Context: an optimization exercise on an open-source flow, tuned for small area, a short achievable clock period and few clock cycles per item. The choices shown serve that exercise and are no tape-out recipe.
At most, simulation tests tie the RTL to the original design; equivalence was not proved.
No activity file was given, so power comes from the tool's default toggle rates.

==> flow/design.v <==
`timescale 1ns / 1ps
module tti_cfg (
	input  logic              clk,
	input  logic              arst_n,
	input  logic              cfg_valid,
	output logic              cfg_ready,
	input  logic [1:0]        cfg_index,
	input  logic [63:0]       cfg_data,
	output logic [15:0][7:0]  alpha,
	output logic [4:0]        radix,
	output logic [1:0]        written,
	output logic              cfg_fire
);
	logic [15:0][7:0] alpha_q;
	assign cfg_ready = 1'b1;
	assign cfg_fire  = cfg_valid;
	always_ff @(posedge clk) begin
		if (cfg_valid && (cfg_index == 2'd0))
			for (int k = 0; k < 8; k++) alpha_q[k] <= cfg_data[8*k +: 8];
		if (cfg_valid && (cfg_index == 2'd1))
			for (int k = 0; k < 8; k++) alpha_q[8+k] <= cfg_data[8*k +: 8];
	end
	always_ff @(posedge clk or negedge arst_n) begin
		if (!arst_n) begin
			radix   <= '0;
			written <= '0;
		end else if (cfg_valid) begin
			if (cfg_index == 2'd0) written[0] <= 1'b1;
			if (cfg_index == 2'd1) written[1] <= 1'b1;
			if (cfg_index == 2'd2) radix <= cfg_data[4:0];
		end
	end
	assign alpha = alpha_q;
endmodule
`timescale 1ns / 1ps
module tti_parse (
	input  logic              clk,
	input  logic              arst_n,
	input  logic              chars_valid,
	output logic              chars_ready,
	input  logic [7:0]        chars_ch,
	output logic              result_valid,
	input  logic              result_ready,
	output logic [31:0]       result_value,
	output logic              result_base_ok,
	input  logic [15:0][7:0]  alpha,
	input  logic [4:0]        radix,
	input  logic [1:0]        written,
	input  logic              cfg_fire
);
	localparam logic [1:0] PH_SPACE = 2'd0;
	localparam logic [1:0] PH_SIGN  = 2'd1;
	localparam logic [1:0] PH_DIGIT = 2'd2;
	localparam logic [1:0] PH_STOP  = 2'd3;
	logic       busy_q;      
	logic [3:0] row_q;       
	logic       bad_q;       
	logic       ok_q;        
	logic       c_v;         
	logic       c_row;       
	logic       c_last;      
	logic [7:0] c_ch;
	logic [1:0] ph_q;
	logic       neg_q;
	logic       hd_q;        
	logic       a_v;         
	logic       a_term;      
	logic       a_has;       
	logic [4:0] a_r;         
	logic [3:0] a_d;         
	logic       a_neg;       
	logic       res_q;
	logic        b_fire, a_free, c_free, c_load, c_go;
	logic [15:0] en, match;
	logic [3:0]  idx;
	logic        hit, is_nul, is_space, is_sign, is_minus;
	logic        radix_ok, last_row, row_bad;
	assign radix_ok = (radix >= 5'd2) && (radix <= 5'd16);
	assign last_row = ({1'b0, row_q} + 5'd1 == radix) || (row_q == 4'd15);
	assign b_fire      = a_v && !(a_term && res_q);
	assign a_free      = !a_v || b_fire;
	assign c_free      = !c_v || a_free;
	assign c_go        = c_v && a_free;
	assign chars_ready = c_free && !busy_q;
	assign c_load      = c_free || busy_q;
	always_ff @(posedge clk) begin
		if (c_load) begin
			c_ch <= busy_q ? alpha[row_q] : chars_ch;
		end
	end
	always_comb begin
		for (int k = 0; k < 16; k++) begin
			en[k]    = c_row ? (4'(k) < row_q - 4'd1) : (5'(k) < radix);
			match[k] = en[k] && (alpha[k] == c_ch);
		end
		idx = '0;
		for (int k = 0; k < 16; k++)
			if (match[k]) idx = idx | 4'(k);
	end
	assign hit      = |match;
	assign is_nul   = (c_ch == 8'h00);
	assign is_space = ((c_ch >= 8'h09) && (c_ch <= 8'h0D)) || (c_ch == 8'h20);
	assign is_sign  = (c_ch == 8'h2B) || (c_ch == 8'h2D);
	assign is_minus = (c_ch == 8'h2D);
	assign row_bad  = hit || is_nul || is_space || is_sign;
	always_ff @(posedge clk or negedge arst_n) begin
		if (!arst_n) begin
			busy_q <= 1'b0;
			row_q  <= '0;
			bad_q  <= 1'b0;
			ok_q   <= 1'b0;
			c_v    <= 1'b0;
			c_row  <= 1'b0;
			c_last <= 1'b0;
		end else begin
			if (c_load)
				c_v <= chars_valid && !busy_q;
			c_row  <= busy_q && !cfg_fire;
			c_last <= last_row;
			if (cfg_fire) begin
				busy_q <= 1'b1;
				row_q  <= '0;
				bad_q  <= 1'b0;
				ok_q   <= 1'b0;
			end else begin
				if (busy_q) begin
					row_q <= row_q + 4'd1;
					if (last_row)
						busy_q <= 1'b0;
				end
				if (c_row) begin
					bad_q <= bad_q || row_bad;
					if (c_last)
						ok_q <= !bad_q && !row_bad && radix_ok && written[0] && ((radix <= 5'd8) || written[1]);
				end
			end
		end
	end
	logic       dig_op;
	logic [1:0] ph_n;
	logic       neg_n, hd_n;
	always_comb begin
		dig_op = 1'b0;
		ph_n   = ph_q;
		neg_n  = neg_q;
		hd_n   = hd_q;
		if (is_nul) begin
			ph_n  = PH_SPACE;
			neg_n = 1'b0;
			hd_n  = 1'b0;
		end else if ((ph_q == PH_SPACE) && is_space) begin
		end else if (((ph_q == PH_SPACE) || (ph_q == PH_SIGN)) && is_sign) begin
			ph_n  = PH_SIGN;
			neg_n = neg_q ^ is_minus;
		end else if (ph_q != PH_STOP) begin
			if (hit && ok_q) begin
				dig_op = 1'b1;
				ph_n   = PH_DIGIT;
				hd_n   = 1'b1;
			end else begin
				ph_n = PH_STOP;
			end
		end
	end
	always_ff @(posedge clk or negedge arst_n) begin
		if (!arst_n) begin
			ph_q  <= PH_SPACE;
			neg_q <= 1'b0;
			hd_q  <= 1'b0;
			a_v   <= 1'b0;
		end else begin
			if (c_go) begin
				ph_q  <= ph_n;
				neg_q <= neg_n;
				hd_q  <= hd_n;
			end
			if (a_free)
				a_v <= c_v;
		end
	end
	always_ff @(posedge clk) begin
		if (a_free) begin
			a_term <= is_nul;
			a_has  <= hd_q;
		end
	end
	always_ff @(posedge clk) begin
		a_r   <= !(a_free && c_v && dig_op) ? 5'd1 : ((ph_q == PH_DIGIT) ? radix : 5'd0);
		a_d   <= (a_free && c_v && dig_op) ? idx : 4'd0;
		a_neg <= a_free && c_v && dig_op && neg_q;
	end
	localparam int BLK = 4;
	localparam int NB  = 32 / BLK;
	logic [31:0]   sum_q;
	logic [NB-1:1] cy_q;
	logic [31:0]   p0, p1, p2, p3, tx, cr;
	logic [31:0]   s1a, k1a, s1b, k1b, s2, k2, s3, k3;
	logic [31:0]   sum_n;
	logic [NB-1:1] cy_n;
	logic [31:0]   cy_vec;
	logic [31:0]   out_q;
	assign p0 = sum_q & {32{a_r[0]}};
	assign p1 = {sum_q[30:0] & {31{a_r[1]}}, a_neg};
	assign p2 = {sum_q[29:0], 2'b0} & {32{a_r[2]}};
	assign p3 = ({sum_q[28:0], 3'b0} & {32{a_r[3]}}) | ({sum_q[27:0], 4'b0} & {32{a_r[4]}});
	assign tx = {{28{a_neg}}, a_d ^ {4{a_neg}}};
	always_comb begin
		cr = '0;
		for (int b = 1; b < NB; b++)
			for (int i = 0; i < 5; i++)
				if (BLK * b + i < 32)
					cr[BLK*b+i] = cr[BLK*b+i] | (cy_q[b] & a_r[i]);
	end
	assign s1a = p0 ^ p1 ^ p2;
	assign k1a = {(p0[30:0] & p1[30:0]) | (p0[30:0] & p2[30:0]) | (p1[30:0] & p2[30:0]), 1'b0};
	assign s1b = p3 ^ cr ^ tx;
	assign k1b = {(p3[30:0] & cr[30:0]) | (p3[30:0] & tx[30:0]) | (cr[30:0] & tx[30:0]), 1'b0};
	assign s2  = s1a ^ k1a ^ s1b;
	assign k2  = {(s1a[30:0] & k1a[30:0]) | (s1a[30:0] & s1b[30:0]) | (k1a[30:0] & s1b[30:0]), 1'b0};
	assign s3  = s2 ^ k2 ^ k1b;
	assign k3  = {(s2[30:0] & k2[30:0]) | (s2[30:0] & k1b[30:0]) | (k2[30:0] & k1b[30:0]), 1'b0};
	always_comb begin
		logic [BLK:0] t;
		for (int b = 0; b < NB; b++) begin
			t = {1'b0, s3[BLK*b +: BLK]} + {1'b0, k3[BLK*b +: BLK]};
			sum_n[BLK*b +: BLK] = t[BLK-1:0];
			if (b < NB - 1)
				cy_n[b+1] = t[BLK];
		end
	end
	always_ff @(posedge clk) begin
		sum_q <= sum_n;
		cy_q  <= cy_n;
	end
	always_comb begin
		cy_vec = '0;
		for (int b = 1; b < NB; b++) cy_vec[BLK*b] = cy_q[b];
	end
	always_ff @(posedge clk) begin
		if (a_v && a_term && !res_q)
			out_q <= (sum_q + cy_vec) & {32{a_has}};
	end
	always_ff @(posedge clk or negedge arst_n) begin
		if (!arst_n)
			res_q <= 1'b0;
		else if (a_v && a_term && !res_q)
			res_q <= 1'b1;
		else if (result_ready)
			res_q <= 1'b0;
	end
	assign result_valid   = res_q;
	assign result_value   = out_q;
	assign result_base_ok = ok_q;
endmodule
`timescale 1ns / 1ps
module text_to_integer_any_base_top (
	input  logic                      clk,
	input  logic                      arst_n,
	input  logic                      chars_valid,
	output logic                      chars_ready,
	input  logic [7:0]                chars_ch,
	output logic                      result_valid,
	input  logic                      result_ready,
	output logic signed [31:0]        result_value,
	output logic                      result_base_ok,
	input  logic                      cfg_valid,
	output logic                      cfg_ready,
	input  logic [1:0]                cfg_index,
	input  logic [63:0]               cfg_data
);
	logic [15:0][7:0] alpha;
	logic [4:0]       radix;
	logic [1:0]       written;
	logic             cfg_fire;
	tti_cfg u_cfg (
		.clk       (clk),
		.arst_n    (arst_n),
		.cfg_valid (cfg_valid),
		.cfg_ready (cfg_ready),
		.cfg_index (cfg_index),
		.cfg_data  (cfg_data),
		.alpha     (alpha),
		.radix     (radix),
		.written   (written),
		.cfg_fire  (cfg_fire)
	);
	tti_parse u_parse (
		.clk            (clk),
		.arst_n         (arst_n),
		.chars_valid    (chars_valid),
		.chars_ready    (chars_ready),
		.chars_ch       (chars_ch),
		.result_valid   (result_valid),
		.result_ready   (result_ready),
		.result_value   (result_value),
		.result_base_ok (result_base_ok),
		.alpha          (alpha),
		.radix          (radix),
		.written        (written),
		.cfg_fire       (cfg_fire)
	);
endmodule
make LEC_CHECK=0 CAP_MARGIN=20 CORE_MARGIN=2 CORE_UTILIZATION=60 CTS_BUF_LIST=sky130_fd_sc_hd__clkbuf_8 SETUP_SLACK_MARGIN=3.5 SLEW_MARGIN=20 finish   # period 7.0 ns
run.sh (not shown) runs the stock make flow with config.mk's settings and CLKGATE_MAP_FILE= SYNTH_SCRIPT=/design/flow/synth_recipe.tcl, a recipe that flattens the netlist after the stock synthesis.
The starting point ran to the end with no violations.
Change:
--- a/flow/design.v
+++ b/flow/design.v
@@ -57,10 +57,11 @@
 	logic       bad_q;       
 	logic       ok_q;        
 	logic       c_v;         
 	logic       c_row;       
 	logic       c_last;      
+	logic [3:0] c_s;         
 	logic [7:0] c_ch;
 	logic [1:0] ph_q;
 	logic       neg_q;
 	logic       hd_q;        
 	logic       a_v;         
@@ -69,30 +70,32 @@
 	logic [4:0] a_r;         
 	logic [3:0] a_d;         
 	logic       a_neg;       
 	logic       res_q;
 	logic        b_fire, a_free, c_free, c_load, c_go;
+	logic        rdy_q;
 	logic [15:0] en, match;
 	logic [3:0]  idx;
 	logic        hit, is_nul, is_space, is_sign, is_minus;
 	logic        radix_ok, last_row, row_bad;
 	assign radix_ok = (radix >= 5'd2) && (radix <= 5'd16);
 	assign last_row = ({1'b0, row_q} + 5'd1 == radix) || (row_q == 4'd15);
 	assign b_fire      = a_v && !(a_term && res_q);
 	assign a_free      = !a_v || b_fire;
 	assign c_free      = !c_v || a_free;
 	assign c_go        = c_v && a_free;
-	assign chars_ready = c_free && !busy_q;
+	assign chars_ready = rdy_q;
 	assign c_load      = c_free || busy_q;
 	always_ff @(posedge clk) begin
 		if (c_load) begin
 			c_ch <= busy_q ? alpha[row_q] : chars_ch;
+			c_s  <= row_q;
 		end
 	end
 	always_comb begin
 		for (int k = 0; k < 16; k++) begin
-			en[k]    = c_row ? (4'(k) < row_q - 4'd1) : (5'(k) < radix);
+			en[k]    = c_row ? (4'(k) < c_s) : (5'(k) < radix);
 			match[k] = en[k] && (alpha[k] == c_ch);
 		end
 		idx = '0;
 		for (int k = 0; k < 16; k++)
 			if (match[k]) idx = idx | 4'(k);
@@ -246,10 +249,22 @@
 		else if (a_v && a_term && !res_q)
 			res_q <= 1'b1;
 		else if (result_ready)
 			res_q <= 1'b0;
 	end
+	logic busy_d, c_v_d, a_v_d, a_term_d, res_d;
+	assign busy_d   = cfg_fire || (busy_q && !last_row);
+	assign c_v_d    = c_load ? (chars_valid && !busy_q) : c_v;
+	assign a_v_d    = a_free ? c_v : a_v;
+	assign a_term_d = a_free ? is_nul : a_term;
+	assign res_d    = (a_v && a_term && !res_q) || (res_q && !result_ready);
+	always_ff @(posedge clk or negedge arst_n) begin
+		if (!arst_n)
+			rdy_q <= 1'b1;
+		else
+			rdy_q <= !busy_d && !(c_v_d && a_v_d && a_term_d && res_d);
+	end
 	assign result_valid   = res_q;
 	assign result_value   = out_q;
 	assign result_base_ok = ok_q;
 endmodule
 `timescale 1ns / 1ps
After rerunning: Worst hold slack gains 0.0050 ns. Power hardly moves. Worst setup slack gains 0.045 ns. Sequential cell count rises by 5. Cell area falls by 1.1%. Cell count stays flat.
Testbench counts after the change, summed over its fixed seeds: cycles 18,101, chars 17,357.
No functional check of the RTL was part of the first run of this note.


text_to_integer_any_base_top, a different RTL version from the one above (not shown whole).
Size: ~190 flip-flops, about 120 I/O pins, about 14000 um2 of cells after synthesis.
==> module tti_parse, before the edit <==
module tti_parse (
	input  logic              clk,
	input  logic              arst_n,
	input  logic              chars_valid,
	output logic              chars_ready,
	input  logic [7:0]        chars_ch,
	output logic              result_valid,
	input  logic              result_ready,
	output logic [31:0]       result_value,
	output logic              result_base_ok,
	input  logic [15:0][7:0]  alpha,
	input  logic [4:0]        radix,
	input  logic [1:0]        written,
	input  logic              cfg_fire
);
	localparam logic [1:0] PH_SPACE = 2'd0;
	localparam logic [1:0] PH_SIGN  = 2'd1;
	localparam logic [1:0] PH_DIGIT = 2'd2;
	localparam logic [1:0] PH_STOP  = 2'd3;
	logic       busy_q;      
	logic [3:0] row_q;       
	logic       bad_q;       
	logic       ok_q;        
	logic       a_v;         
	logic       a_row;       
	logic [3:0] a_idx;
	logic       a_hit, a_nul, a_space, a_sign, a_minus;
	logic [1:0]  ph_q;
	logic        neg_q;
	logic [31:0] acc_q;
	logic        res_q;
	logic        b_fire, a_free, a_load;
	logic [7:0]  x;
	logic [15:0] en, match;
	logic [3:0]  idx;
	logic        radix_ok, last_row, row_bad;
	assign radix_ok = (radix >= 5'd2) && (radix <= 5'd16);
	assign last_row = ({1'b0, row_q} + 5'd1 == radix) || (row_q == 4'd15);
	assign b_fire      = a_v && (!res_q || result_ready);
	assign a_free      = !a_v || b_fire;
	assign chars_ready = a_free && !busy_q;
	assign a_load      = a_free;
	assign x = busy_q ? alpha[row_q] : chars_ch;
	always_comb begin
		for (int k = 0; k < 16; k++) begin
			en[k]    = (5'(k) < radix) && !(busy_q && (row_q == 4'(k)));
			match[k] = en[k] && (alpha[k] == x);
		end
		idx = '0;
		for (int k = 0; k < 16; k++)
			if (match[k]) idx = idx | 4'(k);
	end
	always_ff @(posedge clk) begin
		if (a_load) begin
			a_idx   <= idx;
			a_hit   <= |match;
			a_nul   <= (x == 8'h00);
			a_space <= ((x >= 8'h09) && (x <= 8'h0D)) || (x == 8'h20);
			a_sign  <= (x == 8'h2B) || (x == 8'h2D);
			a_minus <= (x == 8'h2D);
		end
	end
	assign row_bad = a_hit || a_nul || a_space || a_sign;
	always_ff @(posedge clk or negedge arst_n) begin
		if (!arst_n) begin
			busy_q <= 1'b0;
			row_q  <= '0;
			bad_q  <= 1'b0;
			ok_q   <= 1'b0;
			a_v    <= 1'b0;
			a_row  <= 1'b0;
		end else begin
			if (a_load)
				a_v <= chars_valid && !busy_q;
			a_row <= busy_q && !cfg_fire;
			if (cfg_fire) begin
				busy_q <= 1'b1;
				row_q  <= '0;
				bad_q  <= 1'b0;
				ok_q   <= 1'b0;
			end else begin
				if (busy_q) begin
					row_q <= row_q + 4'd1;
					if (last_row)
						busy_q <= 1'b0;
				end
				if (a_row) begin
					bad_q <= bad_q || row_bad;
					if (!busy_q)
						ok_q <= !bad_q && !row_bad && radix_ok && written[0] && ((radix <= 5'd8) || written[1]);
				end
			end
		end
	end
	logic        in_dig, is_dig, upd, dig_ev;
	logic [4:0]  r_eff_q;
	logic [1:0]  ph_n;
	logic        t_neg;
	logic [31:0] p0, p1, p2, p3, tx;
	logic [31:0] s1, k1, s2, k2, s3, k3, mac;
	assign in_dig = (ph_q == PH_DIGIT);
	assign is_dig = a_hit && ok_q;
	always_comb begin
		upd    = 1'b0;
		dig_ev = 1'b0;
		ph_n   = ph_q;
		if (a_nul) begin
			upd  = (ph_q == PH_SPACE) || (ph_q == PH_SIGN);
			ph_n = PH_SPACE;
		end else if ((ph_q == PH_SPACE) && a_space) begin
		end else if (((ph_q == PH_SPACE) || (ph_q == PH_SIGN)) && a_sign) begin
			ph_n = PH_SIGN;
		end else if (ph_q != PH_STOP) begin
			if (is_dig) begin
				upd    = 1'b1;
				dig_ev = 1'b1;
				ph_n   = PH_DIGIT;
			end else begin
				upd  = !in_dig;
				ph_n = PH_STOP;
			end
		end
	end
	assign t_neg = dig_ev && neg_q;
	assign tx  = {{28{t_neg}}, (dig_ev ? a_idx : 4'd0) ^ {4{t_neg}}};
	assign p0  = acc_q & {32{r_eff_q[0]}};
	assign p1  = {acc_q[30:0], 1'b0} & {32{r_eff_q[1]}};
	assign p2  = {acc_q[29:0], 2'b0} & {32{r_eff_q[2]}};
	assign p3  = ({acc_q[28:0], 3'b0} & {32{r_eff_q[3]}}) | ({acc_q[27:0], 4'b0} & {32{r_eff_q[4]}});
	assign s1  = p0 ^ p1 ^ p2;
	assign k1  = {(p0[30:0] & p1[30:0]) | (p0[30:0] & p2[30:0]) | (p1[30:0] & p2[30:0]), 1'b0};
	assign s2  = s1 ^ k1 ^ p3;
	assign k2  = {(s1[30:0] & k1[30:0]) | (s1[30:0] & p3[30:0]) | (k1[30:0] & p3[30:0]), 1'b0};
	assign s3  = s2 ^ k2 ^ tx;
	assign k3  = {(s2[30:0] & k2[30:0]) | (s2[30:0] & tx[30:0]) | (k2[30:0] & tx[30:0]), t_neg};
	assign mac = s3 + k3;
	always_ff @(posedge clk) begin
		if (b_fire && upd)
			acc_q <= mac;
	end
	always_ff @(posedge clk or negedge arst_n) begin
		if (!arst_n) begin
			ph_q    <= PH_SPACE;
			neg_q   <= 1'b0;
			r_eff_q <= '0;
			res_q   <= 1'b0;
		end else begin
			if (result_ready)
				res_q <= 1'b0;
			if (b_fire) begin
				ph_q    <= ph_n;
				r_eff_q <= (ph_n == PH_DIGIT) ? radix : 5'd0;
				if (a_nul) begin
					res_q <= 1'b1;
					neg_q <= 1'b0;
				end else if (((ph_q == PH_SPACE) || (ph_q == PH_SIGN)) && a_sign && !((ph_q == PH_SPACE) && a_space)) begin
					neg_q <= neg_q ^ a_minus;
				end
			end
		end
	end
	assign result_valid   = res_q;
	assign result_value   = acc_q;
	assign result_base_ok = ok_q;
endmodule
==> flow/config.mk <==
export PLATFORM = sky130hd
export DESIGN_NAME = text_to_integer_any_base_top
export DESIGN_NICKNAME = text_to_integer_any_base_top
export VERILOG_FILES = /design/flow/design.v
export SDC_FILE = /design/flow/constraint.sdc
export NUM_CORES = 4
export LEC_CHECK = 0
export CAP_MARGIN = 20
export CORE_MARGIN = 2
export CORE_UTILIZATION = 40
export SETUP_SLACK_MARGIN = 3.5
export SLEW_MARGIN = 20
==> flow/constraint.sdc <==
create_clock -name core_clock -period 7.0 [get_ports {clk}]
set_input_delay 1.4000 -clock core_clock [delete_from_list [all_inputs] [get_ports {clk}]]
set_output_delay 1.4000 -clock core_clock [all_outputs]
set_load 0.01 [all_outputs]
The baseline went through all stages and came out clean.
Testbench counts at the start, summed over its fixed seeds: cycles 18,053, chars 17,357.
==> next run, changes <==
--- a/flow/design.v
+++ b/flow/design.v
@@ -130,9 +130,7 @@
 	logic        in_dig, is_dig, upd, dig_ev;
 	logic [4:0]  r_eff_q;
 	logic [1:0]  ph_n;
-	logic        t_neg;
-	logic [31:0] p0, p1, p2, p3, tx;
-	logic [31:0] s1, k1, s2, k2, s3, k3, mac;
+	logic        out_neg;
 	assign in_dig = (ph_q == PH_DIGIT);
 	assign is_dig = a_hit && ok_q;
 	always_comb begin
@@ -156,19 +154,32 @@
 			end
 		end
 	end
-	assign t_neg = dig_ev && neg_q;
-	assign tx  = {{28{t_neg}}, (dig_ev ? a_idx : 4'd0) ^ {4{t_neg}}};
-	assign p0  = acc_q & {32{r_eff_q[0]}};
-	assign p1  = {acc_q[30:0], 1'b0} & {32{r_eff_q[1]}};
-	assign p2  = {acc_q[29:0], 2'b0} & {32{r_eff_q[2]}};
-	assign p3  = ({acc_q[28:0], 3'b0} & {32{r_eff_q[3]}}) | ({acc_q[27:0], 4'b0} & {32{r_eff_q[4]}});
-	assign s1  = p0 ^ p1 ^ p2;
-	assign k1  = {(p0[30:0] & p1[30:0]) | (p0[30:0] & p2[30:0]) | (p1[30:0] & p2[30:0]), 1'b0};
-	assign s2  = s1 ^ k1 ^ p3;
-	assign k2  = {(s1[30:0] & k1[30:0]) | (s1[30:0] & p3[30:0]) | (k1[30:0] & p3[30:0]), 1'b0};
-	assign s3  = s2 ^ k2 ^ tx;
-	assign k3  = {(s2[30:0] & k2[30:0]) | (s2[30:0] & tx[30:0]) | (k2[30:0] & tx[30:0]), t_neg};
-	assign mac = s3 + k3;
+	logic [3:0]  d;
+	logic        big, t8;
+	logic [2:0]  e;
+	logic [5:0]  th;
+	logic        c1a, c1b, c2, c3;
+	logic [31:0] p0, p1, p2, p3;
+	logic [31:0] s1, k1, s2, k2, mac;
+	assign d   = dig_ev ? a_idx : 4'd0;
+	assign big = radix[4];
+	assign t8  = d[3] && !big;
+	assign c3  = d[3] && big;
+	assign c2  = t8 || d[2];
+	assign c1a = t8 || d[1];
+	assign c1b = t8;
+	assign e   = t8 ? d[2:0] : {2'b0, d[0]};
+	always_comb
+		for (int i = 0; i < 6; i++) th[i] = (e > 3'(i));
+	assign p0 = acc_q & {32{r_eff_q[0]}};
+	assign p1 = {acc_q[30:0] & {31{r_eff_q[1]}}, th[0]};
+	assign p2 = {acc_q[29:0] & {30{r_eff_q[2]}}, c1a, th[1]};
+	assign p3 = {(acc_q[28:0] & {29{r_eff_q[3]}}) | ({acc_q[27:0], 1'b0} & {29{r_eff_q[4]}}) | {28'd0, c3}, c2, c1b, th[2]};
+	assign s1 = p0 ^ p1 ^ p2;
+	assign k1 = {(p0[30:0] & p1[30:0]) | (p0[30:0] & p2[30:0]) | (p1[30:0] & p2[30:0]), th[3]};
+	assign s2 = s1 ^ k1 ^ p3;
+	assign k2 = {(s1[30:0] & k1[30:0]) | (s1[30:0] & p3[30:0]) | (k1[30:0] & p3[30:0]), th[4]};
+	assign mac = s2 + k2 + {31'd0, th[5]};
 	always_ff @(posedge clk) begin
 		if (b_fire && upd)
 			acc_q <= mac;
@@ -177,6 +188,7 @@
 		if (!arst_n) begin
 			ph_q    <= PH_SPACE;
 			neg_q   <= 1'b0;
+			out_neg <= 1'b0;
 			r_eff_q <= '0;
 			res_q   <= 1'b0;
 		end else begin
@@ -186,16 +198,22 @@
 				ph_q    <= ph_n;
 				r_eff_q <= (ph_n == PH_DIGIT) ? radix : 5'd0;
 				if (a_nul) begin
-					res_q <= 1'b1;
-					neg_q <= 1'b0;
-				end else if (((ph_q == PH_SPACE) || (ph_q == PH_SIGN)) && a_sign && !((ph_q == PH_SPACE) && a_space)) begin
+					res_q   <= 1'b1;
+					neg_q   <= 1'b0;
+					out_neg <= neg_q;
+				end else if (((ph_q == PH_SPACE) || (ph_q == PH_SIGN)) && a_sign) begin
 					neg_q <= neg_q ^ a_minus;
 				end
 			end
 		end
 	end
+	logic [31:0] low_nz;
+	always_comb begin
+		low_nz[0] = 1'b0;
+		for (int j = 1; j < 32; j++) low_nz[j] = low_nz[j-1] | acc_q[j-1];
+	end
 	assign result_valid   = res_q;
-	assign result_value   = acc_q;
+	assign result_value   = acc_q ^ (low_nz & {32{out_neg}});
 	assign result_base_ok = ok_q;
 endmodule
 `timescale 1ns / 1ps
Effect:
- cell count is higher by 20%
- design area climbs by 14%
- routed wire length is higher by 46%
- clock skew came out lower by 0.0092 ns
- via count climbs by 30%
- sequential power hardly moves
- total power rose by 16%
- worst setup slack loses 1.0 ns
- non-clock buffer count increases by 62
- count of clock-buffer cells in the layout is unchanged
- critical path depth drops by 7
- first-iteration DRC count goes up by 29%
- sequential share of layout area goes down by 3.8 points
- die area is higher by 12%
The RTL of the second run of this note was laid out without a check of its function.

afterwards: timing with drivers on the ports:
How much do the figures lean on ideal ports? The routed layouts below were timed once more, with nothing changed but the port constraints. Step 1 assumes that a clkbuf_16 drives the clock port and a buf_2 every other input. Step 2, shift: input delay + t, output delay - t, t = (earliest + latest rising clock arrival at the registers) / 2. This alone moves slack from input paths to output paths. a / b / c = ideal / step 1 / step 2; a / b = the first two.
run	t, ns	setup WS [ns]	worst setup path after step 2	worst slew at a driven data input, ns
the first run of note 1	0.592	3.616 / 3.616 / 3.476	input to register	0.04
the second run of note 1	0.611	3.661 / 3.661 / 3.185	input to register	0.04
the first run of note 2	0.490	2.489 / 2.489 / 2.489	register to register	0.09
the second run of note 2	0.521	1.485 / 1.429 / 1.943	register to register	0.07
After both steps setup and hold are still met in every run listed. The setup slack of the second run of note 1, which loses most, moves by 0.000 ns with the drivers and by -0.476 ns with both steps.
